From an optimization exercise on the open Yosys and OpenROAD flow, aimed at small area and a short achievable clock period; shortcuts taken in it are not production practice.
Function was checked by simulation only, so behaviour that the tests miss may differ from the original.
Power figures rest on the tool's default switching activity, not on a simulated workload.

**flow/config.mk**
```make
export PLATFORM = sky130hd
export DESIGN_NAME = l2Cache
export DESIGN_NICKNAME = l2Cache
export VERILOG_FILES = /design/flow/design.v
export SDC_FILE = /design/flow/constraint.sdc
export NUM_CORES = 4
export LEC_CHECK = 0
export CAP_MARGIN = 20
export CORE_MARGIN = 2
export CORE_UTILIZATION = 50
export SETUP_SLACK_MARGIN = 3.5
export SLEW_MARGIN = 20
```
**flow/constraint.sdc**
```tcl
create_clock -name core_clock -period 6.5 [get_ports {clk}]
set_input_delay 1.3000 -clock core_clock [delete_from_list [all_inputs] [get_ports {clk}]]
set_output_delay 1.3000 -clock core_clock [all_outputs]
set_load 0.01 [all_outputs]
```
**flow/design.v**
```verilog
package l2CachePkg;
  localparam int ADDR_WIDTH  = 32;
  localparam int OFFSET_BITS = 6;
  localparam int INDEX_BITS  = 4;
  localparam int TAG_BITS    = 22;
  localparam int WAYS        = 4;
  localparam int SETS        = 16;
  localparam int WAY_BITS    = 2;
  localparam logic [1:0] MESI_I = 2'b00;
  localparam logic [1:0] MESI_S = 2'b01;
  localparam logic [1:0] MESI_E = 2'b10;
  localparam logic [1:0] MESI_M = 2'b11;
  localparam logic [1:0] SNOOP_MISS = 2'b00;
  localparam logic [1:0] SNOOP_HIT  = 2'b01;
  localparam logic [1:0] SNOOP_HITM = 2'b10;
  localparam logic OP_READ  = 1'b0;
  localparam logic OP_WRITE = 1'b1;
  localparam logic [1:0] BUS_READ  = 2'b00;
  localparam logic [1:0] BUS_RFO   = 2'b01;
  localparam logic [1:0] BUS_INVAL = 2'b10;
  localparam logic [1:0] BUS_WB    = 2'b11;
  localparam int L1_CREDITS    = 1;
  localparam int SNOOP_CREDITS = 1;
  localparam int BUS_CREDITS   = 2;
  localparam logic [2:0] ST_IDLE    = 3'd0;
  localparam logic [2:0] ST_LOOKUP  = 3'd1;
  localparam logic [2:0] ST_EVICT   = 3'd2;
  localparam logic [2:0] ST_FETCH   = 3'd3;
  localparam logic [2:0] ST_FILL    = 3'd4;
  localparam logic [2:0] ST_UPGRADE = 3'd5;
  localparam logic [2:0] ST_SNOOPWB = 3'd6;
  typedef union packed {
    logic [ADDR_WIDTH-1:0] raw;
    struct packed {
      logic [TAG_BITS-1:0]    tag;
      logic [INDEX_BITS-1:0]  index;
      logic [OFFSET_BITS-1:0] offset;
    } f;
  } cacheAddrT;
endpackage
`timescale 1ns/1ps
import l2CachePkg::*;
module l2Cache (
  input  logic                  clk,
  input  logic                  rstN,
  input  logic                  l1Valid,
  input  logic                  l1Op,
  input  logic [ADDR_WIDTH-1:0] l1Addr,
  input  logic                  snoopValid,
  input  logic [1:0]            snoopOp,
  input  logic [ADDR_WIDTH-1:0] snoopAddr,
  input  logic                  busCredit,
  input  logic                  fillValid,
  input  logic                  fillShared,
  output logic                  l1RespValid,
  output logic                  l1RespHit,
  output logic                  l1Credit,
  output logic                  snoopRespValid,
  output logic [1:0]            snoopResult,
  output logic                  snoopCredit,
  output logic                  busValid,
  output logic [1:0]            busOp,
  output logic [ADDR_WIDTH-1:0] busAddr,
  output logic [31:0]           hitCount,
  output logic [31:0]           missCount,
  output logic [31:0]           readCount,
  output logic [31:0]           writeCount
);
  localparam int LINE_BITS = TAG_BITS + INDEX_BITS;
  logic [SETS-1:0][WAYS-1:0][TAG_BITS-1:0] tagMem;
  logic [SETS-1:0][WAYS-1:0][1:0]          stMem;
  logic [SETS-1:0][WAYS-1:0][1:0]          ageMem;
  logic                  stIdle, stLookup, stEvict, stFetch, stFill, stUpgrade, stSnoopWb;
  logic                  l1Pend, l1PendOp;
  logic [LINE_BITS-1:0]  l1PendLine;
  logic                  snPend;
  logic [1:0]            snPendOp;
  logic [LINE_BITS-1:0]  snPendLine;
  logic [TAG_BITS-1:0]   reqTag;
  logic [INDEX_BITS-1:0] reqIdx;
  logic [SETS-1:0]       reqSel;
  logic                  reqSnoop;
  logic [1:0]            reqOp;
  logic [WAYS-1:0][TAG_BITS-1:0] rTag;
  logic [WAYS-1:0][1:0]          rSt;
  logic [WAYS-1:0][1:0]          rAge;
  logic [WAYS-1:0]       wayQ;
  logic [TAG_BITS-1:0]   busTag;
  logic [1:0]            busCreditCnt;
  logic                  snReq, l1Req, accept;
  logic [LINE_BITS-1:0]  nextLine;
  logic [1:0]            nextOp;
  logic [SETS-1:0]       nextSel;
  assign snReq  = snPend || snoopValid;
  assign l1Req  = l1Pend || l1Valid;
  assign accept = stIdle && (snReq || l1Req);
  always_comb begin
    if (snReq) begin
      nextLine = snPend ? snPendLine : snoopAddr[ADDR_WIDTH-1:OFFSET_BITS];
      nextOp   = snPend ? snPendOp : snoopOp;
    end else begin
      nextLine = l1Pend ? l1PendLine : l1Addr[ADDR_WIDTH-1:OFFSET_BITS];
      nextOp   = {1'b0, l1Pend ? l1PendOp : l1Op};
    end
    for (int s = 0; s < SETS; s++)
      nextSel[s] = nextLine[INDEX_BITS-1:0] == INDEX_BITS'(s);
  end
  logic [WAYS-1:0][TAG_BITS-1:0] rdTag;
  logic [WAYS-1:0][1:0]          rdSt;
  logic [WAYS-1:0][1:0]          rdAge;
  always_comb begin
    rdTag = '0;
    rdSt  = '0;
    rdAge = '0;
    for (int s = 0; s < SETS; s++) begin
      rdTag = rdTag | ({(WAYS*TAG_BITS){nextSel[s]}} & tagMem[s]);
      rdSt  = rdSt  | ({(WAYS*2){nextSel[s]}} & stMem[s]);
      rdAge = rdAge | ({(WAYS*2){nextSel[s]}} & ageMem[s]);
    end
  end
  always_ff @(posedge clk) begin
    if (l1Valid) begin
      l1PendOp   <= l1Op;
      l1PendLine <= l1Addr[ADDR_WIDTH-1:OFFSET_BITS];
    end
    if (snoopValid) begin
      snPendOp   <= snoopOp;
      snPendLine <= snoopAddr[ADDR_WIDTH-1:OFFSET_BITS];
    end
    if (stIdle) begin
      reqTag   <= nextLine[LINE_BITS-1:INDEX_BITS];
      reqIdx   <= nextLine[INDEX_BITS-1:0];
      reqSel   <= nextSel;
      reqOp    <= nextOp;
      reqSnoop <= snReq;
      rTag     <= rdTag;
      rSt      <= rdSt;
      rAge     <= rdAge;
    end
  end
  logic [WAYS-1:0] eq;
  logic            hit, hitM, hitS, hitE;
  always_comb begin
    for (int w = 0; w < WAYS; w++)
      eq[w] = rSt[w] != MESI_I && rTag[w] == reqTag;
    hit  = |eq;
    hitM = 1'b0;
    hitS = 1'b0;
    hitE = 1'b0;
    for (int w = 0; w < WAYS; w++) begin
      hitM = hitM | (eq[w] && rSt[w] == MESI_M);
      hitS = hitS | (eq[w] && rSt[w] == MESI_S);
      hitE = hitE | (eq[w] && rSt[w] == MESI_E);
    end
  end
  logic [WAYS-1:0]     inv, lru, victim;
  logic                victimM;
  logic [TAG_BITS-1:0] victimTag;
  always_comb begin
    for (int w = 0; w < WAYS; w++) begin
      inv[w] = rSt[w] == MESI_I;
      lru[w] = rAge[w] == WAY_BITS'(WAYS - 1);
    end
    victim[0] = inv[0] || (inv == 4'b0000 && lru[0]);
    victim[1] = (inv[1] && !inv[0]) || (inv == 4'b0000 && lru[1]);
    victim[2] = (inv[2] && inv[1:0] == 2'b00) || (inv == 4'b0000 && lru[2]);
    victim[3] = (inv[3] && inv[2:0] == 3'b000) || (inv == 4'b0000 && lru[3]);
    victimM   = 1'b0;
    victimTag = '0;
    for (int w = 0; w < WAYS; w++) begin
      victimM   = victimM | (inv == 4'b0000 && lru[w] && rSt[w] == MESI_M);
      victimTag = victimTag | ({TAG_BITS{victim[w]}} & rTag[w]);
    end
  end
  logic l1Lookup, snLookup;
  logic evictN, fetchN, upgradeN, snoopWbN, busIssueN;
  logic [1:0] cntN;
  logic busValidN;
  assign l1Lookup = stLookup && !reqSnoop;
  assign snLookup = stLookup && reqSnoop;
  always_comb begin
    evictN    = (l1Lookup && !hit && victimM) || (stEvict && !busValid);
    fetchN    = (l1Lookup && !hit && !victimM) || (stEvict && busValid) || (stFetch && !busValid);
    upgradeN  = (l1Lookup && hitS && reqOp[0]) || (stUpgrade && !busValid);
    snoopWbN  = (snLookup && hitM) || (stSnoopWb && !busValid);
    busIssueN = evictN || fetchN || upgradeN || snoopWbN;
    cntN = busCreditCnt;
    if (busValid && !busCredit)
      cntN = busCreditCnt - 1'b1;
    else if (!busValid && busCredit)
      cntN = busCreditCnt + 1'b1;
    busValidN = busIssueN && cntN != 2'd0;
  end
  always_ff @(posedge clk or negedge rstN) begin
    if (!rstN) begin
      stIdle         <= 1'b1;
      stLookup       <= 1'b0;
      stEvict        <= 1'b0;
      stFetch        <= 1'b0;
      stFill         <= 1'b0;
      stUpgrade      <= 1'b0;
      stSnoopWb      <= 1'b0;
      l1Pend         <= 1'b0;
      snPend         <= 1'b0;
      busCreditCnt   <= 2'(BUS_CREDITS);
      busValid       <= 1'b0;
      l1RespValid    <= 1'b0;
      snoopRespValid <= 1'b0;
      snoopCredit    <= 1'b0;
    end else begin
      if (l1Valid)
        l1Pend <= 1'b1;
      if (snoopValid)
        snPend <= 1'b1;
      if (accept) begin
        if (snReq) snPend <= 1'b0;
        else       l1Pend <= 1'b0;
      end
      busCreditCnt <= cntN;
      busValid     <= busValidN;
      stIdle    <= (stIdle && !accept) ||
                   (snLookup && !hitM) ||
                   (l1Lookup && hit && !(hitS && reqOp[0])) ||
                   (stFill && fillValid) ||
                   ((stUpgrade || stSnoopWb) && busValid);
      stLookup  <= accept;
      stEvict   <= evictN;
      stFetch   <= fetchN;
      stFill    <= (stFetch && busValid) || (stFill && !fillValid);
      stUpgrade <= upgradeN;
      stSnoopWb <= snoopWbN;
      l1RespValid    <= (l1Lookup && hit) || (stFill && fillValid);
      snoopRespValid <= snLookup;
      snoopCredit    <= (snLookup && !hitM) || (snoopWbN && busValidN);
    end
  end
  always_ff @(posedge clk) begin
    l1RespHit   <= stLookup;
    snoopResult <= {hitM, hit && !hitM};
    busOp       <= {!fetchN, evictN || snoopWbN || (fetchN && reqOp[0])};
    if (stLookup)
      wayQ <= hit ? eq : victim;
    if (!(stEvict && !busValid))
      busTag <= (l1Lookup && !hit && victimM) ? victimTag : reqTag;
  end
  logic [WAYS-1:0] stWeL, stWeQ;
  logic [1:0]      wrState;
  logic            fillWe;
  assign fillWe = stFill && fillValid;
  always_comb begin
    for (int w = 0; w < WAYS; w++) begin
      stWeL[w] = stLookup && eq[w] && (reqSnoop || (reqOp[0] && rSt[w] == MESI_E));
      stWeQ[w] = ((stUpgrade && busValid) || fillWe) && wayQ[w];
    end
    if (stLookup)
      wrState = reqSnoop ? (reqOp == BUS_READ ? MESI_S : MESI_I) : MESI_M;
    else if (stFill && !reqOp[0])
      wrState = fillShared ? MESI_S : MESI_E;
    else
      wrState = MESI_M;
  end
  logic [WAYS-1:0]      tw;
  logic                 touch;
  logic [WAYS-1:0]      younger;
  logic [WAYS-1:0][1:0] newAge;
  always_comb begin
    touch = stLookup || fillWe;
    tw    = stLookup ? (reqSnoop ? 4'b0000 : eq) : wayQ;
    for (int w = 0; w < WAYS; w++) begin
      younger[w] = 1'b0;
      for (int v = 0; v < WAYS; v++)
        if (v != w)
          younger[w] = younger[w] | (tw[v] && rAge[w] < rAge[v]);
      if (tw[w])
        newAge[w] = '0;
      else if (younger[w])
        newAge[w] = rAge[w] + 1'b1;
      else
        newAge[w] = rAge[w];
    end
  end
  for (genvar s = 0; s < SETS; s++) begin : gSet
    for (genvar w = 0; w < WAYS; w++) begin : gWay
      always_ff @(posedge clk) begin
        if (fillWe && reqSel[s] && wayQ[w])
          tagMem[s][w] <= busTag;
      end
      always_ff @(posedge clk or negedge rstN) begin
        if (!rstN)
          stMem[s][w] <= MESI_I;
        else if (reqSel[s] && (stWeL[w] || stWeQ[w]))
          stMem[s][w] <= wrState;
      end
    end
    always_ff @(posedge clk or negedge rstN) begin
      if (!rstN) begin
        for (int w = 0; w < WAYS; w++)
          ageMem[s][w] <= WAY_BITS'(w);
      end else if (touch && reqSel[s]) begin
        ageMem[s] <= newAge;
      end
    end
  end
  assign busAddr  = {busTag, reqIdx, {OFFSET_BITS{1'b0}}};
  assign l1Credit = l1RespValid;
  always_ff @(posedge clk or negedge rstN) begin
    if (!rstN) begin
      hitCount   <= '0;
      missCount  <= '0;
      readCount  <= '0;
      writeCount <= '0;
    end else begin
      if (l1Lookup && hit)
        hitCount <= hitCount + 1'b1;
      if (l1Lookup && !hit)
        missCount <= missCount + 1'b1;
      if (l1Valid && l1Op == OP_READ)
        readCount <= readCount + 1'b1;
      if (l1Valid && l1Op == OP_WRITE)
        writeCount <= writeCount + 1'b1;
    end
  end
endmodule
```
**flow/run.sh**
```bash
#!/bin/bash
# synth_recipe.tcl (not shown) runs the flow's synth.tcl, then flattens the netlist and writes it again
# the make line also repeats each setting of config.mk as NAME=value (left out here)
make -C /OpenROAD-flow-scripts/flow DESIGN_CONFIG=/design/flow/config.mk WORK_HOME=/design/flow/orfs CLKGATE_MAP_FILE= SYNTH_SCRIPT=/design/flow/synth_recipe.tcl finish
```
==> results of run 1 <==
## cell usage in the layout (no fill, tap or decap), types with 85 or more instances in the layout
master	instances
nor2_1	124
mux2_2	132
a221oi_1	297
nand2_1	271
xor2_1	85
edfxtp_1	1638
a22o_1	414
xnor2_1	117
dfrtp_1	325
dlygate4sd2_1	151
buf_4	311
nand4_1	154
clkbuf_16	219
a221oi_2	114
## sequential cells by signal, summed over array words and instances (netlist names), 4 cells and up
signal	flops
hitCount	32
snPendLine	26
wayQ	4
rAge	8
busTag	22
reqSel	16
l1PendLine	26
tagMem	1408
writeCount	32
ageMem	128
missCount	32
stMem	128
reqIdx	4
readCount	32
reqTag	22
rSt	8
rTag	88
## logic make-up after synthesis
logic type | count (synthesis) | synth area share (%)
compound gates | 1105 | 11.6
flops | 2042 | 75.1
other cells | 1 | 0.00474
mux | 191 | 2.77
xor+xnor | 218 | 2.42
fa+ha+maj | 20 | 0.317
simple gates | 913 | 5.88
buf+inv | 341 | 1.97
## power breakdown
part	switching (uW)	total, uW	leakage (uW)	internal (uW)
combinational	6650	10700	0.0120	4040
sequential	1120	17700	0.0199	16600
clock	5050	11500	0.00309	6430
total	12800	39900	0.0350	27100
## worst min path at each step
stage	from	endpoint	slack (ns)	depth (start not counted)
2_1_floorplan	ageMem[112]$_DFFE_PN0P_	ageMem[112]$_DFFE_PN0P_	0.45	2
3_3_place_gp	hitCount[31]$_DFFE_PN0P_	hitCount[31]$_DFFE_PN0P_	0.46	1
3_5_place_dp	readCount[31]$_DFFE_PN0P_	readCount[31]$_DFFE_PN0P_	0.46	1
4_1_cts	readCount[31]$_DFFE_PN0P_	readCount[31]$_DFFE_PN0P_	0.46	1
5_1_grt	ageMem[111]$_DFFE_PN1P_	ageMem[111]$_DFFE_PN1P_	0.49	2
6_report	readCount[31]$_DFFE_PN0P_	readCount[31]$_DFFE_PN0P_	0.46	1
## through the flow
step / cell area, um^2 / total power, uW / hold slack, ns / instances
3_5_place_dp: 84600 / 26100 / 0.458 / 6996
3_3_place_gp: 84600 / 25900 / 0.458 / 6996
6_report: 96600 / 39900 / 0.457 / 7690
2_1_floorplan: 79600 / 22400 / 0.449 / 4836
4_1_cts: 95100 / 39100 / 0.463 / 7615
5_1_grt: 96600 / 40900 / 0.490 / 7679
## metal layers
layer / vias up / share of wire (%)
met5: - / 0.058
met4: 18 / 4.7
met3: 633 / 13
met2: 3650 / 44
met1: 26900 / 38
li1: 20800 / -
## cell type report
class                      count  share of cell area, %
clock inverter               101                  0.944
clock buffer                 276                   5.71
tap                         2058                   2.66
timing repair buffer         719                   8.48
inverter                      26                  0.101
multi-input combinational   2456                   20.6
antenna                       12                 0.0311
sequential                  2042                   61.4
## worst max-delay path, delay by kind of cell (launching register included)
family                    cells  cell delay, ns
muxes                         1            0.32
DFF                           1            0.41
AOI/OAI and AO/OA             1            0.19
buffers and inverters         3            0.52
xor gates and xnor gates      1            0.18
and+or+nand+nor               4            1.31
## repair_timing
item,CTS,global route
cloned,44,13
setup endpoints to repair,736,345
pin swaps,47,40
buffers inserted,198,50
resized for setup,460,155
==> impl_metrics.env, run 1 <==
export IMPL_status="no timing/DRC/antenna violations"
export IMPL_ys_seq_area_share_pct=75.1
export IMPL_grt_pass1_wl_um=386000
export IMPL_drt_wl_total_um=288000
export IMPL_synth_top_area_share_pct=62.2
export IMPL_netlist_top_cells_count="1638 x edfxtp_1, 417 x a221oi_1, 416 x a22o_1"
export IMPL_cp_endpoint="stMem[125]$_DFFE_PN0P_"
export IMPL_viasPerCell=6.76
export IMPL_post_synth_cell_area_avg_um2=16.4
export IMPL_timing_final_crit_share_pct=47.0
export IMPL_final_util_pct=61.7
export IMPL_min_period_ns=3.06
export IMPL_crit_arrival_ns=3.79
export IMPL_cts_buffers=205
export IMPL_tns_ns=0
export IMPL_tritoncts="yes"
export IMPL_drt_iter0_markers=8047
export IMPL_synthCells=4831
export IMPL_synth_area_um2=79100
export IMPL_dieArea_um2=161000
export IMPL_setup_viol=0
export IMPL_cellPowerDensity_nw_per_um2=413
export IMPL_maxCapViolations=0
export IMPL_crit_type="flip-flop to flip-flop"
export IMPL_antenna_found_initial=19
export IMPL_h_tree_depth=4
export IMPL_leakage_uw=0.0350
export IMPL_pre_cts_ws_ns=1.72
export IMPL_fmax_ghz=0.327
export IMPL_finalClockSkew_ns=0.0496
export IMPL_busiest_layer="met2"
export IMPL_use_met3_pct=8.96
export IMPL_path_common_cell="buf_12"
export IMPL_tightest_slew_ns=1.10
export IMPL_synth_area_leaders="edfxtp_1 62%, dfrtp_1 11%, a221oi_1 4.6%, a22o_1 4.6%, dfstp_2 2.2%"
export IMPL_path_cells="buf_12, xor2_4, or4_1, or4_4, or2_4, o31ai_4, buf_6, buf_12, nand2_4, mux2_4"
export IMPL_cts_root_buf="clkbuf_16"
export IMPL_grt_overflow_total=0
export IMPL_rows=145
export IMPL_required_ns=7.23
export IMPL_yosysMostFrequentCell="edfxtp_1"
export IMPL_async_reset_ff_share_pct=19.5
export IMPL_yosysWarnings=1
export IMPL_synth_edff_count=1638
export IMPL_grt_setup_unrepaired="true"
export IMPL_multiInputGateArea_um2=19900
export IMPL_drive_above_1_share_pct=23.1
export IMPL_dr_pass1_iters=8
export IMPL_crit_fanout=8
export IMPL_io_pins=244
export IMPL_yosys_area_top_type="edfxtp_1"
export IMPL_antenna_left=0
export IMPL_slowest_stage="or4_1"
export IMPL_relSlewSlack_pct=26.3
export IMPL_fin_ws_ns=3.44
export IMPL_core_um2=157000
export IMPL_clkLatencyLatePin_ns=0.86
export IMPL_start_kind="flip-flop"
export IMPL_clkTransAtPathRegs_ns=0.06
export IMPL_critical_path_max_stage_delay_ns=0.49
export IMPL_clock_sinks=2042
export IMPL_grt_pass1_vias=48100
export IMPL_reg2reg_depth=10
export IMPL_synth_main_ff_cell="edfxtp_1"
export IMPL_gr_usage_all_layers_pct=34.4
export IMPL_area_growth_pct=22.2
export IMPL_min_path_type="flip-flop to flip-flop"
export IMPL_wl_per_cell_um=37.4
export IMPL_crit_path_end_kind="flip-flop"
export IMPL_gp_congestion=0.968
export IMPL_hold_buffers=0
export IMPL_ff_latch_area_um2=59400
export IMPL_hold_viol=0
export IMPL_fillerInstances=11500
export IMPL_die_h_um=402
export IMPL_via_count=52000
export IMPL_grtUsageMet2_pct=50.6
export IMPL_grt_max_degree=140
export IMPL_drc=0
export IMPL_dp_hpwl_um=143000
export IMPL_fp_dieW_um=402
export IMPL_gr_usage_met1_pct=48.6
export IMPL_fin_nets=5544
export IMPL_reg2reg_from="reqTag[12]$_DFFE_PP_"
export IMPL_drv_slew=0
export IMPL_synth_seq_cells=2042
export IMPL_peakVddDrop_mv=0.326
export IMPL_reg2reg_slack_ns=3.44
export IMPL_ys_types=72
export IMPL_crit_reg2reg_capture="stMem[125]$_DFFE_PN0P_"
export IMPL_worstSetupStartpoint="reqTag[12]$_DFFE_PP_"
export IMPL_cts_buffer_depth=3
export IMPL_initial_core_util_pct=50.5
export IMPL_portBuffers=225
==> inputs of run 2 (changes only) <==
--- a/flow/design.v
+++ b/flow/design.v
@@ -86,6 +86,7 @@
   logic [WAYS-1:0][1:0]          rAge;
   logic [WAYS-1:0]       wayQ;
   logic [TAG_BITS-1:0]   busTag;
+  logic [TAG_BITS-1:0]   fillTag;
   logic [1:0]            busCreditCnt;
   logic                  snReq, l1Req, accept;
   logic [LINE_BITS-1:0]  nextLine;
@@ -238,8 +239,10 @@
     l1RespHit   <= stLookup;
     snoopResult <= {hitM, hit && !hitM};
     busOp       <= {!fetchN, evictN || snoopWbN || (fetchN && reqOp[0])};
-    if (stLookup)
-      wayQ <= hit ? eq : victim;
+    if (stLookup) begin
+      wayQ    <= hit ? eq : victim;
+      fillTag <= reqTag;
+    end
     if (!(stEvict && !busValid))
       busTag <= (l1Lookup && !hit && victimM) ? victimTag : reqTag;
   end
@@ -283,7 +286,7 @@
     for (genvar w = 0; w < WAYS; w++) begin : gWay
       always_ff @(posedge clk) begin
         if (fillWe && reqSel[s] && wayQ[w])
-          tagMem[s][w] <= busTag;
+          tagMem[s][w] <= fillTag;
       end
       always_ff @(posedge clk or negedge rstN) begin
         if (!rstN)
==> impl_metrics.env, run 2 <==
export IMPL_async_reset_ff_share_pct=19.3
export IMPL_tritoncts="yes"
export IMPL_pre_cts_ws_ns=1.64
export IMPL_ys_types=82
export IMPL_synth_area_um2=79700
export IMPL_grt_overflow_total=0
export IMPL_grt_setup_unrepaired="true"
export IMPL_wl_per_cell_um=35.0
export IMPL_grt_pass1_wl_um=368000
export IMPL_h_tree_depth=4
export IMPL_drv_slew=0
export IMPL_cts_buffer_depth=3
export IMPL_ff_latch_area_um2=60000
export IMPL_dp_hpwl_um=140000
export IMPL_min_path_type="flip-flop to flip-flop"
export IMPL_peakVddDrop_mv=0.325
export IMPL_area_growth_pct=19.7
export IMPL_largest_reg_flops=1408
export IMPL_grt_max_degree=161
export IMPL_multiInputGateArea_um2=19600
export IMPL_drc=0
export IMPL_netSwitchingFraction_pct=30.5
export IMPL_timing_final_crit_share_pct=47.9
export IMPL_drive_above_1_share_pct=21.1
export IMPL_fin_ws_ns=3.39
export IMPL_gp_congestion=0.924
export IMPL_netlist_top_cells_count="1660 x edfxtp_1, 418 x a221oi_1, 416 x a22o_1"
export IMPL_cellPowerDensity_nw_per_um2=394
export IMPL_antenna_left=0
export IMPL_maxCapViolations=0
export IMPL_tns_ns=0
export IMPL_synth_seq_cells=2064
export IMPL_clockPowerShare_pct=30.5
export IMPL_yosysWarnings=1
export IMPL_clkLatencyLatePin_ns=0.85
export IMPL_gr_usage_all_layers_pct=32.0
export IMPL_antenna_found_initial=17
export IMPL_status="no timing/DRC/antenna violations"
export IMPL_yosysMostFrequentCell="edfxtp_1"
export IMPL_synthCells=4838
export IMPL_layout_common_cells="1660 x edfxtp_1, 415 x a22o_1, 316 x dfrtp_1"
export IMPL_clock_sinks=2064
export IMPL_crit_path_end_kind="flip-flop"
export IMPL_clkTransAtPathRegs_ns=0.06
export IMPL_drt_wl_total_um=266000
export IMPL_rows=146
export IMPL_comb_power_share_pct=22.6
export IMPL_hold_viol=0
export IMPL_portBuffers=225
export IMPL_cts_buffers=204
export IMPL_required_ns=7.01
export IMPL_via_count=50400
export IMPL_largest_register="tagMem"
export IMPL_leakage_uw=0.0342
export IMPL_fin_nets=5441
export IMPL_final_common_cell="edfxtp_1"
export IMPL_dr_pass1_iters=11
export IMPL_tightest_slew_ns=1.19
export IMPL_synth_main_ff_cell="edfxtp_1"
export IMPL_crit_fanout=6
export IMPL_grt_pass1_vias=47800
export IMPL_seqPwrFrac_pct=46.9
export IMPL_fillerInstances=11700
export IMPL_dieArea_um2=163000
export IMPL_core_um2=158000
export IMPL_synth_edff_count=1660
export IMPL_io_pins=244
export IMPL_post_synth_cell_area_avg_um2=16.5
export IMPL_yosys_area_top_type="edfxtp_1"
export IMPL_crit_arrival_ns=3.62
export IMPL_synth_top_area_share_pct=62.6
export IMPL_fmax_ghz=0.321
export IMPL_switchingPower_uw=11500
export IMPL_viasPerCell=6.64
export IMPL_crit_type="input pin to flip-flop"
export IMPL_cts_root_buf="clkbuf_16"
export IMPL_ys_seq_area_share_pct=75.3
export IMPL_setup_viol=0
export IMPL_relSlewSlack_pct=20.4
export IMPL_drt_iter0_markers=6973
export IMPL_reg_top3="tagMem x1408, ageMem x128, stMem x128"
export IMPL_finalClockSkew_ns=0.0619
export IMPL_min_period_ns=3.11
export IMPL_hold_buffers=0
export IMPL_die_h_um=403
export IMPL_fp_dieW_um=403
export IMPL_synth_area_leaders="edfxtp_1 63%, dfrtp_1 10%, a221oi_1 4.6%, a22o_1 4.6%, dfstp_2 2.2%"
export IMPL_initial_core_util_pct=50.3
export IMPL_p_int_uw=26100
export IMPL_start_kind="input pin"
==> run 2: changes by cell type in the layout (fill, tap and decap cells not counted), moves of 31 or more <==
| cell | delta |
|---|---|
| nand2_1 | -39 |
| nor4_1 | +31 |
| mux2_2 | -40 |
| a31oi_1 | +31 |
| o31ai_1 | -65 |
| buf_4 | -43 |
| o21ai_0 | +83 |
==> run 2: worst paths after layout <==
kind                            depth (start not counted)                  endpoint  slack (ns)                    start
worst min-delay path                                    2   ageMem[103]$_DFFE_PN1P_        0.46  ageMem[103]$_DFFE_PN1P_
worst max-delay path                                   11        rTag[14]$_DFFE_PP_        3.39             snoopAddr[6]
worst max register to register                         10        rTag[66]$_DFFE_PP_        3.40         snPend$_DFF_PN0_
max in group asynchronous                               2     stMem[11]$_DFFE_PN0P_        4.51                     rstN
worst min register to register                          2   ageMem[103]$_DFFE_PN1P_        0.46  ageMem[103]$_DFFE_PN1P_
min in group asynchronous                               1  hitCount[30]$_DFFE_PN0P_        0.49                     rstN
==> run 2: kinds of logic (layout without fill, tap and decap cells) <==
family / count (synthesis) / count (layout) / share of synthesized area, %
simple gates: 847 / 848 / 5.58
flops: 2064 / 2064 / 75.3
other cells: 1 / 15 / 0.00471
buf+inv: 352 / 1023 / 1.99
compound gates: 1170 / 1170 / 11.9
xor+xnor: 215 / 215 / 2.36
fa+ha+maj: 20 / 20 / 0.314
mux: 169 / 169 / 2.54
==> run 2: metrics by stage <==
stage | cell area [um^2] | utilization, % | hold WS, ns | instances | power [uW]
3_3_place_gp | 85300 | 53.9 | 0.452 | 7002 | 24800
2_1_floorplan | 80300 | - | 0.421 | 4843 | 21700
5_1_grt | 95400 | 60.2 | 0.476 | 7588 | 38700
3_5_place_dp | 85300 | 53.9 | 0.456 | 7002 | 25000
6_report | 95400 | 60.2 | 0.463 | 7596 | 37600
4_1_cts | 94400 | 59.6 | 0.465 | 7545 | 37100
==> run 2: what timing repair did <==
| item | in CTS | in global routing |
|---|---|---|
| gates cloned | 20 | 10 |
| endpoints found under the setup margin | 779 | 365 |
| pin swaps | 31 | 30 |
| buffers inserted | 149 | 29 |
| gates resized for setup | 365 | 92 |
==> run 2: layer usage <==
| layer | track usage [%] | wire, um |
|---|---|---|
| met3 | 8.24 | 31000 |
| met1 | 44.2 | 104000 |
| met2 | 49.4 | 120000 |
| met4 | 12.0 | 11000 |
| met5 | 0 | 127 |
==> run 2: power groups by stage <==
stage / Sequential (uW) / Combinational [uW] / Clock (uW)
floorplan: 17600 / 4130 / 0
global placement: 17900 / 6890 / 0
detailed placement: 18000 / 6970 / 0
CTS: 17600 / 7960 / 11600
global route: 17700 / 8900 / 12100
finish: 17600 / 8480 / 11500
==> run 2: worst max-delay path, cell delays in order <==
cell and delay (ns):
clkdlybuf4s15_1 0.19, mux2_4 0.34, nand3b_1 0.20, o31a_4 0.26
nor2_4 0.13, buf_12 0.19, buf_4 0.15, buf_8 0.13
a22o_1 0.23, a221oi_2 0.19, nand4_1 0.28
==> run 2: cell type report <==
type                    count  area share, %
flip-flops and latches   2064           63.0
clock inverters            98          0.889
well taps                2072           2.72
repair buffers            614           6.89
inverters                  35          0.140
multi-input cells        2428           20.5
clock buffers             276           5.85
diodes                      9         0.0236
==> inputs of run 3 (changes only) <==
--- a/flow/design.v
+++ b/flow/design.v
@@ -69,7 +69,109 @@
   localparam int LINE_BITS = TAG_BITS + INDEX_BITS;
   logic [SETS-1:0][WAYS-1:0][TAG_BITS-1:0] tagMem;
   logic [SETS-1:0][WAYS-1:0][1:0]          stMem;
-  logic [SETS-1:0][WAYS-1:0][1:0]          ageMem;
+  logic [SETS-1:0][4:0]                    lruMem;
+  localparam logic [4:0] LRU_RESET = 5'd27;   
+  function automatic logic [4:0] lruTouched(input logic [4:0] c, input logic [1:0] t);
+    case ({t, c})
+      7'd27: lruTouched = 5'd27;
+      7'd26: lruTouched = 5'd26;
+      7'd23: lruTouched = 5'd23;
+      7'd22: lruTouched = 5'd22;
+      7'd25: lruTouched = 5'd25;
+      7'd21: lruTouched = 5'd21;
+      7'd11: lruTouched = 5'd27;
+      7'd10: lruTouched = 5'd26;
+      7'd7: lruTouched = 5'd23;
+      7'd6: lruTouched = 5'd22;
+      7'd9: lruTouched = 5'd25;
+      7'd5: lruTouched = 5'd21;
+      7'd19: lruTouched = 5'd27;
+      7'd18: lruTouched = 5'd26;
+      7'd3: lruTouched = 5'd23;
+      7'd2: lruTouched = 5'd22;
+      7'd17: lruTouched = 5'd25;
+      7'd1: lruTouched = 5'd21;
+      7'd24: lruTouched = 5'd27;
+      7'd20: lruTouched = 5'd26;
+      7'd8: lruTouched = 5'd23;
+      7'd4: lruTouched = 5'd22;
+      7'd16: lruTouched = 5'd25;
+      7'd0: lruTouched = 5'd21;
+      7'd59: lruTouched = 5'd11;
+      7'd58: lruTouched = 5'd10;
+      7'd55: lruTouched = 5'd11;
+      7'd54: lruTouched = 5'd10;
+      7'd57: lruTouched = 5'd11;
+      7'd53: lruTouched = 5'd10;
+      7'd43: lruTouched = 5'd11;
+      7'd42: lruTouched = 5'd10;
+      7'd39: lruTouched = 5'd19;
+      7'd38: lruTouched = 5'd18;
+      7'd41: lruTouched = 5'd19;
+      7'd37: lruTouched = 5'd18;
+      7'd51: lruTouched = 5'd19;
+      7'd50: lruTouched = 5'd18;
+      7'd35: lruTouched = 5'd19;
+      7'd34: lruTouched = 5'd18;
+      7'd49: lruTouched = 5'd24;
+      7'd33: lruTouched = 5'd20;
+      7'd56: lruTouched = 5'd24;
+      7'd52: lruTouched = 5'd20;
+      7'd40: lruTouched = 5'd24;
+      7'd36: lruTouched = 5'd20;
+      7'd48: lruTouched = 5'd24;
+      7'd32: lruTouched = 5'd20;
+      7'd91: lruTouched = 5'd7;
+      7'd90: lruTouched = 5'd7;
+      7'd87: lruTouched = 5'd7;
+      7'd86: lruTouched = 5'd9;
+      7'd89: lruTouched = 5'd9;
+      7'd85: lruTouched = 5'd9;
+      7'd75: lruTouched = 5'd3;
+      7'd74: lruTouched = 5'd3;
+      7'd71: lruTouched = 5'd7;
+      7'd70: lruTouched = 5'd17;
+      7'd73: lruTouched = 5'd9;
+      7'd69: lruTouched = 5'd17;
+      7'd83: lruTouched = 5'd3;
+      7'd82: lruTouched = 5'd8;
+      7'd67: lruTouched = 5'd3;
+      7'd66: lruTouched = 5'd16;
+      7'd81: lruTouched = 5'd17;
+      7'd65: lruTouched = 5'd17;
+      7'd88: lruTouched = 5'd8;
+      7'd84: lruTouched = 5'd8;
+      7'd72: lruTouched = 5'd8;
+      7'd68: lruTouched = 5'd16;
+      7'd80: lruTouched = 5'd16;
+      7'd64: lruTouched = 5'd16;
+      7'd123: lruTouched = 5'd6;
+      7'd122: lruTouched = 5'd6;
+      7'd119: lruTouched = 5'd5;
+      7'd118: lruTouched = 5'd6;
+      7'd121: lruTouched = 5'd5;
+      7'd117: lruTouched = 5'd5;
+      7'd107: lruTouched = 5'd2;
+      7'd106: lruTouched = 5'd2;
+      7'd103: lruTouched = 5'd1;
+      7'd102: lruTouched = 5'd6;
+      7'd105: lruTouched = 5'd1;
+      7'd101: lruTouched = 5'd5;
+      7'd115: lruTouched = 5'd4;
+      7'd114: lruTouched = 5'd2;
+      7'd99: lruTouched = 5'd0;
+      7'd98: lruTouched = 5'd2;
+      7'd113: lruTouched = 5'd1;
+      7'd97: lruTouched = 5'd1;
+      7'd120: lruTouched = 5'd4;
+      7'd116: lruTouched = 5'd4;
+      7'd104: lruTouched = 5'd0;
+      7'd100: lruTouched = 5'd4;
+      7'd112: lruTouched = 5'd0;
+      7'd96: lruTouched = 5'd0;
+      default: lruTouched = c;
+    endcase
+  endfunction
   logic                  stIdle, stLookup, stEvict, stFetch, stFill, stUpgrade, stSnoopWb;
   logic                  l1Pend, l1PendOp;
   logic [LINE_BITS-1:0]  l1PendLine;
@@ -83,10 +185,9 @@
   logic [1:0]            reqOp;
   logic [WAYS-1:0][TAG_BITS-1:0] rTag;
   logic [WAYS-1:0][1:0]          rSt;
-  logic [WAYS-1:0][1:0]          rAge;
+  logic [4:0]                    rLru;
   logic [WAYS-1:0]       wayQ;
   logic [TAG_BITS-1:0]   busTag;
-  logic [TAG_BITS-1:0]   fillTag;
   logic [1:0]            busCreditCnt;
   logic                  snReq, l1Req, accept;
   logic [LINE_BITS-1:0]  nextLine;
@@ -108,23 +209,23 @@
   end
   logic [WAYS-1:0][TAG_BITS-1:0] rdTag;
   logic [WAYS-1:0][1:0]          rdSt;
-  logic [WAYS-1:0][1:0]          rdAge;
+  logic [4:0]                    rdLru;
   always_comb begin
     rdTag = '0;
     rdSt  = '0;
-    rdAge = '0;
+    rdLru = '0;
     for (int s = 0; s < SETS; s++) begin
       rdTag = rdTag | ({(WAYS*TAG_BITS){nextSel[s]}} & tagMem[s]);
       rdSt  = rdSt  | ({(WAYS*2){nextSel[s]}} & stMem[s]);
-      rdAge = rdAge | ({(WAYS*2){nextSel[s]}} & ageMem[s]);
+      rdLru = rdLru | ({5{nextSel[s]}} & lruMem[s]);
     end
   end
   always_ff @(posedge clk) begin
-    if (l1Valid) begin
+    if (!l1Pend) begin
       l1PendOp   <= l1Op;
       l1PendLine <= l1Addr[ADDR_WIDTH-1:OFFSET_BITS];
     end
-    if (snoopValid) begin
+    if (!snPend) begin
       snPendOp   <= snoopOp;
       snPendLine <= snoopAddr[ADDR_WIDTH-1:OFFSET_BITS];
     end
@@ -136,7 +237,7 @@
       reqSnoop <= snReq;
       rTag     <= rdTag;
       rSt      <= rdSt;
-      rAge     <= rdAge;
+      rLru     <= rdLru;
     end
   end
   logic [WAYS-1:0] eq;
@@ -160,7 +261,7 @@
   always_comb begin
     for (int w = 0; w < WAYS; w++) begin
       inv[w] = rSt[w] == MESI_I;
-      lru[w] = rAge[w] == WAY_BITS'(WAYS - 1);
+      lru[w] = rLru[1:0] == WAY_BITS'(w);
     end
     victim[0] = inv[0] || (inv == 4'b0000 && lru[0]);
     victim[1] = (inv[1] && !inv[0]) || (inv == 4'b0000 && lru[1]);
@@ -239,21 +340,17 @@
     l1RespHit   <= stLookup;
     snoopResult <= {hitM, hit && !hitM};
     busOp       <= {!fetchN, evictN || snoopWbN || (fetchN && reqOp[0])};
-    if (stLookup) begin
-      wayQ    <= hit ? eq : victim;
-      fillTag <= reqTag;
-    end
+    if (stLookup)
+      wayQ <= hit ? eq : victim;
     if (!(stEvict && !busValid))
       busTag <= (l1Lookup && !hit && victimM) ? victimTag : reqTag;
   end
   logic [WAYS-1:0] stWeL, stWeQ;
   logic [1:0]      wrState;
-  logic            fillWe;
-  assign fillWe = stFill && fillValid;
   always_comb begin
     for (int w = 0; w < WAYS; w++) begin
       stWeL[w] = stLookup && eq[w] && (reqSnoop || (reqOp[0] && rSt[w] == MESI_E));
-      stWeQ[w] = ((stUpgrade && busValid) || fillWe) && wayQ[w];
+      stWeQ[w] = ((stUpgrade && busValid) || stFill) && wayQ[w];
     end
     if (stLookup)
       wrState = reqSnoop ? (reqOp == BUS_READ ? MESI_S : MESI_I) : MESI_M;
@@ -262,31 +359,21 @@
     else
       wrState = MESI_M;
   end
-  logic [WAYS-1:0]      tw;
-  logic                 touch;
-  logic [WAYS-1:0]      younger;
-  logic [WAYS-1:0][1:0] newAge;
+  logic [WAYS-1:0] tw;
+  logic            touch;
+  logic [4:0]      newLru;
   always_comb begin
-    touch = stLookup || fillWe;
-    tw    = stLookup ? (reqSnoop ? 4'b0000 : eq) : wayQ;
-    for (int w = 0; w < WAYS; w++) begin
-      younger[w] = 1'b0;
-      for (int v = 0; v < WAYS; v++)
-        if (v != w)
-          younger[w] = younger[w] | (tw[v] && rAge[w] < rAge[v]);
-      if (tw[w])
-        newAge[w] = '0;
-      else if (younger[w])
-        newAge[w] = rAge[w] + 1'b1;
-      else
-        newAge[w] = rAge[w];
-    end
+    touch   = stLookup || stFill;
+    tw      = stLookup ? (reqSnoop ? 4'b0000 : eq) : wayQ;
+    newLru = (tw == 4'b0000) ? rLru : 5'd0;
+    for (int t = 0; t < WAYS; t++)
+      newLru = newLru | ({5{tw[t]}} & lruTouched(rLru, WAY_BITS'(t)));
   end
   for (genvar s = 0; s < SETS; s++) begin : gSet
     for (genvar w = 0; w < WAYS; w++) begin : gWay
       always_ff @(posedge clk) begin
-        if (fillWe && reqSel[s] && wayQ[w])
-          tagMem[s][w] <= fillTag;
+        if (stFill && reqSel[s] && wayQ[w])
+          tagMem[s][w] <= busTag;
       end
       always_ff @(posedge clk or negedge rstN) begin
         if (!rstN)
@@ -296,12 +383,10 @@
       end
     end
     always_ff @(posedge clk or negedge rstN) begin
-      if (!rstN) begin
-        for (int w = 0; w < WAYS; w++)
-          ageMem[s][w] <= WAY_BITS'(w);
-      end else if (touch && reqSel[s]) begin
-        ageMem[s] <= newAge;
-      end
+      if (!rstN)
+        lruMem[s] <= LRU_RESET;
+      else if (touch && reqSel[s])
+        lruMem[s] <= newLru;
     end
   end
   assign busAddr  = {busTag, reqIdx, {OFFSET_BITS{1'b0}}};
==> impl_metrics.env, run 3 <==
export IMPL_status="no timing/DRC/antenna violations"
export IMPL_synth_top_family_by_area="compound AO/OA/AOI/OAI gates"
export IMPL_start_kind="input pin"
export IMPL_core_um2=152000
export IMPL_switchingPower_uw=15100
export IMPL_area_growth_pct=24.2
export IMPL_fmax_ghz=0.328
export IMPL_yosysMostFrequentCell="edfxtp_1"
export IMPL_yosysWarnings=1
export IMPL_synth_top_area_share_pct=62.2
export IMPL_peakVddDrop_mv=0.316
export IMPL_reg_top3="tagMem x1408, stMem x128, rTag x88"
export IMPL_ys_seq_area_share_pct=75.4
export IMPL_synth_mux_area_share_pct=3.12
export IMPL_synth_compound_area_share_pct=11.1
export IMPL_critical_path_max_stage_delay_ns=0.30
export IMPL_reg2reg_slack_ns=3.46
export IMPL_synthAdderAreaFrac_pct=0.0656
export IMPL_grt_pass1_wl_um=367000
export IMPL_async_reset_ff_share_pct=17.6
export IMPL_slowest_stage="nand4_1"
export IMPL_die_h_um=395
export IMPL_path_cells="dlygate4sd2_1, mux2i_4, inv_1, a31oi_4, buf_12, nor2_4, buf_12, buf_12, buf_12, a22o_1, a221oi_2, nand4_1"
export IMPL_initial_core_util_pct=50.3
export IMPL_grt_overflow_total=0
export IMPL_cts_root_buf="clkbuf_16"
export IMPL_maxCapViolations=0
export IMPL_hold_buffers=0
export IMPL_portBuffers=225
export IMPL_worstHoldStart="readCount[31]$_DFFE_PN0P_"
export IMPL_fp_dieW_um=395
export IMPL_clkTransAtPathRegs_ns=0.06
export IMPL_tightest_slew_ns=1.19
export IMPL_setup_viol=0
export IMPL_drt_iter0_markers=6964
export IMPL_wl_per_cell_um=36.7
export IMPL_synth_area_um2=76300
export IMPL_finalClockSkew_ns=0.0506
export IMPL_gr_usage_all_layers_pct=33.6
export IMPL_h_tree_depth=4
export IMPL_timing_final_crit_share_pct=46.9
export IMPL_cts_buffer_depth=3
export IMPL_worstSetupStartpoint="l1Addr[6]"
export IMPL_min_period_ns=3.05
export IMPL_reg2reg_from="rTag[76]$_DFFE_PP_"
export IMPL_clkLatencyLatePin_ns=0.87
export IMPL_reg2reg_depth=10
export IMPL_synth_xor_area_share_pct=2.48
export IMPL_io_pins=244
export IMPL_cts_buffers=201
export IMPL_synth_area_leaders="edfxtp_1 62%, dfrtp_1 9.3%, a221oi_1 4.7%, a22o_1 4.6%, mux2_2 2.4%"
export IMPL_clock_sinks=1991
export IMPL_grt_max_degree=154
export IMPL_seqPwrFrac_pct=41.6
export IMPL_drive_above_1_share_pct=26.3
export IMPL_grt_setup_unrepaired="true"
export IMPL_viasPerCell=6.67
export IMPL_dieArea_um2=156000
export IMPL_final_common_cell="edfxtp_1"
export IMPL_gp_congestion=0.961
export IMPL_crit_arrival_ns=3.52
export IMPL_synth_seq_cells=1991
export IMPL_grt_pass1_vias=46900
export IMPL_post_synth_cell_area_avg_um2=16.3
export IMPL_tritoncts="yes"
export IMPL_layout_common_cells="1580 x edfxtp_1, 404 x a22o_1, 311 x buf_4"
export IMPL_p_int_uw=28800
export IMPL_total_power_uw=43800
export IMPL_drv_slew=0
export IMPL_fillerInstances=11100
export IMPL_via_count=50100
export IMPL_rows=143
export IMPL_leakage_uw=0.0336
export IMPL_cellPowerDensity_nw_per_um2=462
export IMPL_critPathTopFamily="buffers and inverters"
export IMPL_crit_fanout=8
export IMPL_required_ns=6.97
export IMPL_crit_path_end_kind="flip-flop"
export IMPL_clockPowerShare_pct=25.9
export IMPL_drc=0
export IMPL_crit_type="input pin to flip-flop"
export IMPL_hold_viol=0
export IMPL_synth_edff_count=1580
export IMPL_synthCells=4674
export IMPL_netSwitchingFraction_pct=34.3
export IMPL_dp_hpwl_um=138000
export IMPL_min_path_type="flip-flop to flip-flop"
export IMPL_yosys_area_top_type="edfxtp_1"
export IMPL_path_common_cell="buf_12"
export IMPL_dr_pass1_iters=12
export IMPL_antenna_found_initial=22
export IMPL_tns_ns=0
export IMPL_largest_reg_flops=1408
export IMPL_netlist_top_cells_count="1580 x edfxtp_1, 405 x a221oi_1, 404 x a22o_1"
export IMPL_critPathBufInv=6
export IMPL_crit_reg2reg_capture="busTag[13]$_DFFE_PN_"
export IMPL_synth_simple_gate_area_share_pct=6.02
export IMPL_relSlewSlack_pct=20.7
export IMPL_ys_types=80
export IMPL_antenna_left=0
export IMPL_whs_path_depth=1
export IMPL_worstHoldEndpoint="readCount[31]$_DFFE_PN0P_"
export IMPL_synth_main_ff_cell="edfxtp_1"
export IMPL_largest_register="tagMem"
export IMPL_drt_wl_total_um=276000
export IMPL_fin_nets=5379
export IMPL_comb_power_share_pct=32.5
run 3: changes by cell type in the layout (fill, tap and decap cells not counted), moves of 66 or more:
| cell | change |
|---|---|
| a221oi_1 | -137 |
| a221oi_2 | +123 |
| edfxtp_1 | -80 |
| mux2_2 | +66 |
| o21ai_0 | -104 |
| xnor2_1 | +66 |
run 3: how the worst max path moves through the flow:
stage                           end  slack, ns  cells past startpoint
2_1_floorplan    rTag[27]$_DFFE_PP_       3.41                      9
3_3_place_gp     rTag[32]$_DFFE_PP_       1.42                     11
3_5_place_dp     rTag[80]$_DFFE_PP_       1.42                     10
4_1_cts                 busAddr[14]       3.36                      2
5_1_grt        busTag[20]$_DFFE_PN_       3.42                      6
6_report           rSt[4]$_DFFE_PP_       3.45                     12
run 3: logic make-up (layout without fill, tap and decap cells):
family	after synthesis	in the layout
xor gates and xnor gates	216	216
and+or+nand+nor	907	908
buffers and inverters	341	1129
other	1	18
adders and majority gates	4	4
AOI/OAI and AO/OA	1002	1002
muxes	212	212
DFF	1991	1991
run 3: power by group through the flow:
stage	Clock, uW	Sequential [uW]	Combinational, uW
detailed placement	0	18600	10800
CTS	11500	18200	12900
floorplan	0	18200	6500
global placement	0	18600	10600
global route	12000	18300	14700
finish	11400	18200	14200
run 3: metal layers:
layer / wire length [um] / track usage [%] / vias up
met2: 121000 / 50.2 / 3342
met1: 108000 / 47.5 / 26000
met4: 13000 / 13.7 / 16
met5: 114 / 0 / -
li1: - / - / 20100
met3: 33800 / 8.02 / 589
run 3: per-stage QoR:
stage               std cells  worst slack (ns)  utilization [%]  area [um^2]  hold slack, ns
finish                   7510              3.45             62.5        94800           0.461
global route             7501              3.42             62.4        94700           0.486
CTS                      7408              3.36             61.5        93300           0.464
detailed placement       6824              1.42             54.9        83300           0.455
global placement         6822              1.42             54.9        83300           0.453
floorplan                4679              3.41                -        78600           0.444
run 3: repair_timing:
action,CTS,global route
setup buffers,178,65
gates cloned,36,24
pin swaps,45,40
resized for setup,404,109
setup endpoints to repair,587,294
run 3: final cells by class:
type | count | area [um^2] | share of cell area, %
Timing Repair Buffer | 725 | 8420 | 8.88
Clock buffer | 274 | 5490 | 5.79
Tap cell | 2030 | 2540 | 2.68
Sequential cell | 1991 | 57500 | 60.7
Antenna cell | 12 | 30.0 | 0.0317
Inverter | 34 | 130 | 0.137
Clock inverter | 96 | 936 | 0.988
Multi-Input combinational cell | 2348 | 19700 | 20.8
==> inputs of run 4 (changes only) <==
--- a/flow/config.mk
+++ b/flow/config.mk
@@ -7,6 +7,8 @@
 export LEC_CHECK = 0
 export CAP_MARGIN = 20
 export CORE_MARGIN = 2
-export CORE_UTILIZATION = 50
+export CORE_UTILIZATION = 70
+export CTS_CLUSTER_DIAMETER = 100
+export CTS_CLUSTER_SIZE = 20
 export SETUP_SLACK_MARGIN = 3.5
 export SLEW_MARGIN = 20
==> impl_metrics.env, run 4 <==
export IMPL_leakage_uw=0.0320
export IMPL_core_um2=108000
export IMPL_tightest_slew_ns=1.31
export IMPL_drc=0
export IMPL_gr_usage_met1_pct=60.7
export IMPL_clkTransAtPathRegs_ns=0.08
export IMPL_busiest_layer="met2"
export IMPL_path_common_cell="buf_12"
export IMPL_dp_hpwl_um=129000
export IMPL_min_path_type="flip-flop to flip-flop"
export IMPL_grt_max_degree=157
export IMPL_synth_seq_cells=1991
export IMPL_grtUsageMet2_pct=67.4
export IMPL_drive_above_1_share_pct=25.1
export IMPL_crit_fanout=18
export IMPL_critical_path_max_stage_delay_ns=0.37
export IMPL_maxCapViolations=0
export IMPL_crit_path_end_kind="flip-flop"
export IMPL_synth_top_area_share_pct=62.2
export IMPL_relSlewSlack_pct=13.0
export IMPL_final_util_pct=84.2
export IMPL_use_met3_pct=17.1
export IMPL_hold_viol=0
export IMPL_grt_setup_unrepaired="true"
export IMPL_synthCells=4674
export IMPL_clkLatencyLatePin_ns=0.77
export IMPL_cellPowerDensity_nw_per_um2=443
export IMPL_slowest_stage="a221oi_1"
export IMPL_h_tree_depth=3
export IMPL_gr_usage_all_layers_pct=46.5
export IMPL_dr_pass1_iters=11
export IMPL_peakVddDrop_mv=0.382
export IMPL_reg2reg_slack_ns=3.26
export IMPL_fp_dieW_um=334
export IMPL_start_kind="input pin"
export IMPL_die_h_um=334
export IMPL_timing_final_crit_share_pct=50.3
export IMPL_wl_per_cell_um=41.1
export IMPL_yosys_area_top_type="edfxtp_1"
export IMPL_crit_arrival_ns=3.74
export IMPL_cts_buffers=109
export IMPL_clock_sinks=1991
export IMPL_final_common_cell="edfxtp_1"
export IMPL_reg_top3="tagMem x1408, stMem x128, rTag x88"
export IMPL_cts_buffer_depth=3
export IMPL_synth_area_leaders="edfxtp_1 62%, dfrtp_1 9.3%, a221oi_1 4.7%, a22o_1 4.6%, mux2_2 2.4%"
export IMPL_grt_pass1_wl_um=360000
export IMPL_portBuffers=225
export IMPL_drt_wl_total_um=276000
export IMPL_grt_overflow_total=0
export IMPL_drt_iter0_markers=10500
export IMPL_ys_seq_area_share_pct=75.4
export IMPL_path_cells="clkdlybuf4s15_1, mux2i_4, inv_2, a31oi_4, buf_12, nor2_4, buf_4, buf_12, buf_16, a22o_1, a221oi_1, nand4_1"
export IMPL_initial_core_util_pct=70.4
export IMPL_gp_congestion=0.998
export IMPL_dieArea_um2=112000
export IMPL_status="no timing/DRC/antenna violations"
export IMPL_async_reset_ff_share_pct=17.6
export IMPL_synth_main_ff_cell="edfxtp_1"
export IMPL_antenna_found_initial=28
export IMPL_largest_register="tagMem"
export IMPL_antenna_left=0
export IMPL_ys_types=80
export IMPL_grt_pass1_vias=48200
export IMPL_crit_type="input pin to flip-flop"
export IMPL_fmax_ghz=0.306
export IMPL_required_ns=6.97
export IMPL_finalClockSkew_ns=0.0379
export IMPL_netlist_top_cells_count="1580 x edfxtp_1, 405 x a221oi_1, 404 x a22o_1"
export IMPL_area_growth_pct=19.7
export IMPL_tns_ns=0
export IMPL_min_period_ns=3.27
export IMPL_post_synth_cell_area_avg_um2=16.3
export IMPL_yosysWarnings=1
export IMPL_fin_nets=5298
export IMPL_tritoncts="yes"
export IMPL_rows=121
export IMPL_synth_edff_count=1580
export IMPL_yosysMostFrequentCell="edfxtp_1"
export IMPL_cts_root_buf="clkbuf_16"
export IMPL_largest_reg_flops=1408
export IMPL_layout_common_cells="1580 x edfxtp_1, 398 x a22o_1, 322 x buf_4"
export IMPL_viasPerCell=7.86
export IMPL_via_count=52800
export IMPL_io_pins=244
export IMPL_drv_slew=0
export IMPL_setup_viol=0
export IMPL_synth_area_um2=76300
==> run 4: cell counts after synthesis <==
Identical to the previous run, type by type.
==> run 4: cell families after synthesis <==
group	synth area share [%]
other	0.00492
XOR/XNOR	2.48
flip-flops	75.4
AND/OR/NAND/NOR	6.02
multiplexers	3.12
adder cells (fa/ha/maj)	0.0656
AO/OA/AOI/OAI	11.1
buffers and inverters	1.84
==> run 4: final timing paths <==
| path | start | endpoint | cells past startpoint |
|---|---|---|---|
| min in group asynchronous | rstN | readCount[30]$_DFFE_PN0P_ | 1 |
| hold / removal | lruMem[74]$_DFFE_PN1P_ | lruMem[74]$_DFFE_PN1P_ | 2 |
| setup reg to reg | snPend$_DFF_PN0_ | rTag[67]$_DFFE_PP_ | 14 |
| hold reg to reg | lruMem[74]$_DFFE_PN1P_ | lruMem[74]$_DFFE_PN1P_ | 2 |
| max in group asynchronous | rstN | stMem[107]$_DFFE_PN0P_ | 2 |
| setup / recovery | l1Addr[6] | rTag[67]$_DFFE_PP_ | 12 |
==> run 4: critical path: cells and delay by family <==
kind / cells / cell delay, ns
multiplexers: 1 / 0.32
AO/OA/AOI/OAI: 3 / 0.82
AND/OR/NAND/NOR: 2 / 0.27
buffers and inverters: 6 / 1.01
==> run 4: through the flow <==
stage	worst slack, ns	total power, uW	cell area, um^2	std cells	hold WS [ns]
6_report	3.23	40500	91300	6714	0.465
5_1_grt	3.25	40900	91200	6687	0.484
4_1_cts	3.47	38100	89500	6596	0.467
3_5_place_dp	1.51	29000	82400	6190	0.455
3_3_place_gp	1.59	28700	82300	6188	0.451
2_1_floorplan	3.41	24700	78600	4679	0.444
==> run 4: power by group <==
part,internal (uW),leakage (uW),switching [uW]
Clock,3170,0.00147,4030
Sequential,16800,0.0189,1590
Combinational,5720,0.0116,9160
==> run 4: layout make-up <==
class	instances	area, um^2
antenna	31	77.6
clock buffer	154	2950
clock inverter	6	101
fill	4955	17100
inverter	34	130
multi-input combinational	2350	20200
sequential	1991	57500
tap	1414	1770
timing repair buffer	734	8590
==> run 4: what timing repair did <==
action,CTS,global route
setup endpoints to repair,538,246
setup buffers,201,74
hold endpoints to repair,0,0
gates resized for setup,322,180
pin swaps,62,76
cloned,45,13
hold buffers,0,0
==> run 4: layer usage <==
layer,vias up,wire (um)
met5,-,279
met2,5656,117000
met4,18,23400
li1,19900,-
met1,25800,86400
met3,1425,49200
==> inputs of run 5 (changes only) <==
--- a/flow/design.v
+++ b/flow/design.v
@@ -180,7 +180,6 @@
   logic [LINE_BITS-1:0]  snPendLine;
   logic [TAG_BITS-1:0]   reqTag;
   logic [INDEX_BITS-1:0] reqIdx;
-  logic [SETS-1:0]       reqSel;
   logic                  reqSnoop;
   logic [1:0]            reqOp;
   logic [WAYS-1:0][TAG_BITS-1:0] rTag;
@@ -204,8 +203,16 @@
       nextLine = l1Pend ? l1PendLine : l1Addr[ADDR_WIDTH-1:OFFSET_BITS];
       nextOp   = {1'b0, l1Pend ? l1PendOp : l1Op};
     end
-    for (int s = 0; s < SETS; s++)
-      nextSel[s] = nextLine[INDEX_BITS-1:0] == INDEX_BITS'(s);
+    for (int s = 0; s < SETS; s++) begin
+      if (snPend)
+        nextSel[s] = snPendLine[INDEX_BITS-1:0] == INDEX_BITS'(s);
+      else if (snoopValid)
+        nextSel[s] = snoopAddr[OFFSET_BITS +: INDEX_BITS] == INDEX_BITS'(s);
+      else if (l1Pend)
+        nextSel[s] = l1PendLine[INDEX_BITS-1:0] == INDEX_BITS'(s);
+      else
+        nextSel[s] = l1Addr[OFFSET_BITS +: INDEX_BITS] == INDEX_BITS'(s);
+    end
   end
   logic [WAYS-1:0][TAG_BITS-1:0] rdTag;
   logic [WAYS-1:0][1:0]          rdSt;
@@ -232,7 +239,6 @@
     if (stIdle) begin
       reqTag   <= nextLine[LINE_BITS-1:INDEX_BITS];
       reqIdx   <= nextLine[INDEX_BITS-1:0];
-      reqSel   <= nextSel;
       reqOp    <= nextOp;
       reqSnoop <= snReq;
       rTag     <= rdTag;
@@ -240,6 +246,10 @@
       rLru     <= rdLru;
     end
   end
+  logic [SETS-1:0] reqSel;
+  always_comb
+    for (int s = 0; s < SETS; s++)
+      reqSel[s] = reqIdx == INDEX_BITS'(s);
   logic [WAYS-1:0] eq;
   logic            hit, hitM, hitS, hitE;
   always_comb begin
==> flow/flow/run.sh (new file) <==
#!/bin/bash
# The standard layout, with plain buffers on the ports: buffer_ports
# otherwise picks a delay cell (clkdlybuf4s50) for every input and output.
set -euo pipefail
export BUFFER_PORTS_ARGS="-buffer_cell sky130_fd_sc_hd__buf_2"
bash standard.sh > standard_flow.log 2>&1
==> flow/standard.sh (new file) <==
#!/bin/bash
# synth_recipe.tcl (not shown) runs the flow's synth.tcl, then flattens the netlist and writes it again
# the make line also repeats each setting of config.mk as NAME=value (left out here)
make -C /OpenROAD-flow-scripts/flow DESIGN_CONFIG=/design/flow/config.mk WORK_HOME=/design/flow/orfs CLKGATE_MAP_FILE= SYNTH_SCRIPT=/design/flow/synth_recipe.tcl "${@:-finish}"
--- a/flow/config.mk
+++ b/flow/config.mk
@@ -7,8 +7,6 @@
 export LEC_CHECK = 0
 export CAP_MARGIN = 20
 export CORE_MARGIN = 2
-export CORE_UTILIZATION = 70
-export CTS_CLUSTER_DIAMETER = 100
-export CTS_CLUSTER_SIZE = 20
+export CORE_UTILIZATION = 50
 export SETUP_SLACK_MARGIN = 3.5
 export SLEW_MARGIN = 20
removed: flow/run.sh
==> impl_metrics.env, run 5 <==
export IMPL_gp_congestion=0.927
export IMPL_cellPowerDensity_nw_per_um2=471
export IMPL_post_synth_cell_area_avg_um2=16.1
export IMPL_min_period_ns=3.36
export IMPL_netlist_top_cells_count="1564 x edfxtp_1, 404 x a22oi_1, 285 x dfrtp_1"
export IMPL_fp_dieW_um=392
export IMPL_yosysMostFrequentCell="edfxtp_1"
export IMPL_die_h_um=392
export IMPL_via_count=49600
export IMPL_dieArea_um2=154000
export IMPL_crit_path_end_kind="flip-flop"
export IMPL_final_common_cell="edfxtp_1"
export IMPL_setup_viol=0
export IMPL_wl_per_cell_um=36.2
export IMPL_dp_hpwl_um=124000
export IMPL_start_kind="flip-flop"
export IMPL_synth_area_leaders="edfxtp_1 62%, dfrtp_1 9.5%, a22oi_1 4.0%, mux2_2 3.5%, dfstp_2 2.3%"
export IMPL_required_ns=7.08
export IMPL_synth_top_area_share_pct=62.3
export IMPL_drive_above_1_share_pct=30.7
export IMPL_grt_setup_unrepaired="true"
export IMPL_peakVddDrop_mv=0.322
export IMPL_ys_types=90
export IMPL_reg2reg_from="reqTag[14]$_DFFE_PP_"
export IMPL_crit_type="flip-flop to flip-flop"
export IMPL_drv_slew=45
export IMPL_finalClockSkew_ns=0.0403
export IMPL_so_violations="max-capacitance violations, max-slew violations"
export IMPL_antenna_left=0
export IMPL_largest_reg_flops=1408
export IMPL_grt_overflow_total=0
export IMPL_synth_main_ff_cell="edfxtp_1"
export IMPL_yosysWarnings=1
export IMPL_tns_ns=0
export IMPL_fin_nets=5411
export IMPL_timing_final_crit_share_pct=51.6
export IMPL_async_reset_ff_share_pct=17.8
export IMPL_initial_core_util_pct=50.3
export IMPL_cp_endpoint="busTag[16]$_DFFE_PN_"
export IMPL_yosys_area_top_type="edfxtp_1"
export IMPL_clock_sinks=1975
export IMPL_clkLatencyLatePin_ns=0.86
export IMPL_rows=142
export IMPL_hold_buffers=0
export IMPL_drt_iter0_markers=8908
export IMPL_grt_pass1_wl_um=351000
export IMPL_largest_register="tagMem"
export IMPL_synth_seq_cells=1975
export IMPL_antenna_found_initial=18
export IMPL_status="finished with violations"
export IMPL_io_pins=244
export IMPL_clkTransAtPathRegs_ns=0.06
export IMPL_reg2reg_slack_ns=3.14
export IMPL_fillerInstances=10900
export IMPL_cts_root_buf="clkbuf_16"
export IMPL_leakage_uw=0.0330
export IMPL_min_path_type="flip-flop to flip-flop"
export IMPL_synthCells=4673
export IMPL_relSlewSlack_pct=-12.1
export IMPL_cts_buffer_depth=3
export IMPL_crit_fanout=6
export IMPL_reg_top3="tagMem x1408, stMem x128, rTag x88"
export IMPL_crit_reg2reg_capture="busTag[16]$_DFFE_PN_"
export IMPL_tightest_slew_ns=1.68
export IMPL_grt_max_degree=148
export IMPL_drc=0
export IMPL_h_tree_depth=4
export IMPL_viasPerCell=6.60
export IMPL_portBuffers=225
export IMPL_synth_area_um2=75300
export IMPL_fmax_ghz=0.298
export IMPL_gr_usage_all_layers_pct=32.8
export IMPL_worstSetupStartpoint="reqTag[14]$_DFFE_PP_"
export IMPL_area_growth_pct=23.7
export IMPL_cts_buffers=196
export IMPL_drt_wl_total_um=272000
export IMPL_core_um2=150000
export IMPL_grt_pass1_vias=45700
export IMPL_ys_seq_area_share_pct=75.7
export IMPL_synth_edff_count=1564
export IMPL_tritoncts="yes"
export IMPL_crit_arrival_ns=3.93
export IMPL_layout_common_cells="1564 x edfxtp_1, 382 x a22oi_1, 282 x dfrtp_1"
export IMPL_dr_pass1_iters=10
export IMPL_reg2reg_depth=11
export IMPL_maxCapViolations=1
export IMPL_hold_viol=0
export IMPL_whs_ns=0.466
[run 5: changes by cell type in the layout (fill, tap and decap cells not counted), sizes merged, moves of 113 or more]
cell	delta
a21oi	+122
a221oi	-303
a22o	-302
a22oi	+401
buf	+200
clkbuf	+113
[run 5: cell families after synthesis]
kind of cell / synth area share (%)
flip-flops: 75.7
AO/OA/AOI/OAI: 9.95
AND/OR/NAND/NOR: 6.07
buffers and inverters: 1.74
multiplexers: 3.97
XOR/XNOR: 2.51
adder cells (fa/ha/maj): 0.0664
other: 0.00498
[run 5: power by group]
group,total [uW],switching (uW),internal (uW)
Clock,11200,4890,6300
Sequential,17300,1110,16200
Combinational,15400,9470,5880
[run 5: cell type report]
type / count / area [um^2] / share of cell area [%]
Sequential cell: 1975 / 57000 / 61.2
Multi-Input combinational cell: 2394 / 19100 / 20.4
Timing Repair Buffer: 735 / 8170 / 8.76
Clock buffer: 252 / 5240 / 5.62
Tap cell: 2016 / 2520 / 2.71
Clock inverter: 110 / 1060 / 1.14
Inverter: 31 / 119 / 0.128
Antenna cell: 5 / 12.5 / 0.0134
[run 5: critical path, stage by stage (launching register included)]
cell and delay [ns]:
edfxtp_1 0.54, buf_6 0.18, xor2_1 0.15, or4_4 0.44, or4_4 0.54, o22ai_4 0.19, nor4_2 0.06, buf_4 0.19
and2_4 0.22, buf_12 0.14, buf_12 0.14, mux2_4 0.30
[run 5: per-stage QoR]
step,power (uW),cells,instance area [um^2],utilization (%),setup WS (ns)
after floorplan,23300,4678,75600,-,3.29
after global placement,27600,6791,79600,53.2,1.71
after detailed placement,27700,6791,79600,53.2,1.67
after CTS,41600,7383,90200,60.2,3.16
after global routing,44900,7513,93200,62.2,3.10
final,43900,7518,93200,62.2,3.14
[run 5: layer usage]
metal | wire length, um | part of all wire (%) | track usage [%] | up-vias
met2 | 119000 | 44 | 48.5 | 3724
met4 | 13300 | 4.9 | 14.2 | 16
met5 | 132 | 0.049 | 0.287 | -
met1 | 102000 | 37 | 46.1 | 25300
met3 | 37700 | 14 | 8.60 | 616
li1 | - | - | - | 20000
[run 5: what timing repair did]
item,4_1_cts,5_1_grt
gates cloned,49,35
pin swaps,95,211
endpoints found under the setup margin,510,325
buffers inserted,181,95
gates resized for setup,246,323
[run 5: worst min-delay path by stage]
stage	start	to	cells past startpoint	slack (ns)
floorplan	snPendOp[1]$_DFF_P_	snPendOp[1]$_DFF_P_	1	0.44
global placement	l1PendLine[6]$_DFF_P_	l1PendLine[6]$_DFF_P_	1	0.46
detailed placement	snPendOp[1]$_DFF_P_	snPendOp[1]$_DFF_P_	1	0.46
CTS	missCount[31]$_DFFE_PN0P_	missCount[31]$_DFFE_PN0P_	1	0.47
global route	missCount[31]$_DFFE_PN0P_	missCount[31]$_DFFE_PN0P_	1	0.48
finish	writeCount[31]$_DFFE_PN0P_	writeCount[31]$_DFFE_PN0P_	1	0.47

[separate check: timing with driven ports]
Ports are ideal in the flow. The routed layouts listed here were re-timed in OpenROAD. Step 1 sets driving cells, clkbuf_16 on the clock port and buf_2 on the other inputs (assumed; they add their load-dependent delay and slew). Step 2 times the ports against the registers' clock, not the clock port: input delays grow and output delays shrink by t, the midpoint of the rising clock arrivals with the driver on. Slacks: ideal ports / drivers / drivers and shift; pairs: ideal ports / drivers.
| run | t (ns) | setup slack, ns | hold slack, ns | slew at the worst register clock pin (ns) | worst data-port slew with drivers (ns) |
|---|---|---|---|---|---|
| run 1 | 0.922 | 3.443 / 3.443 / 2.528 | 0.457 / 0.436 / 0.457 | 0.07 / 0.07 | 0.10 |
| run 2 | 0.907 | 3.387 / 3.403 / 2.524 | 0.463 / 0.456 / 0.463 | 0.07 / 0.07 | 0.10 |
| run 3 | 0.925 | 3.450 / 3.424 / 2.583 | 0.461 / 0.446 / 0.461 | 0.07 / 0.07 | 0.09 |
| run 4 | 0.826 | 3.229 / 3.261 / 2.459 | 0.465 / 0.465 / 0.465 | 0.10 / 0.10 | 0.07 |
| run 5 | 0.917 | 3.144 / 3.144 / 2.430 | 0.466 / 0.455 / 0.466 | 0.07 / 0.07 | 0.08 |
For run 1, which loses most, drivers alone change the setup slack by 0.000 ns; drivers and shift together by -0.915 ns.
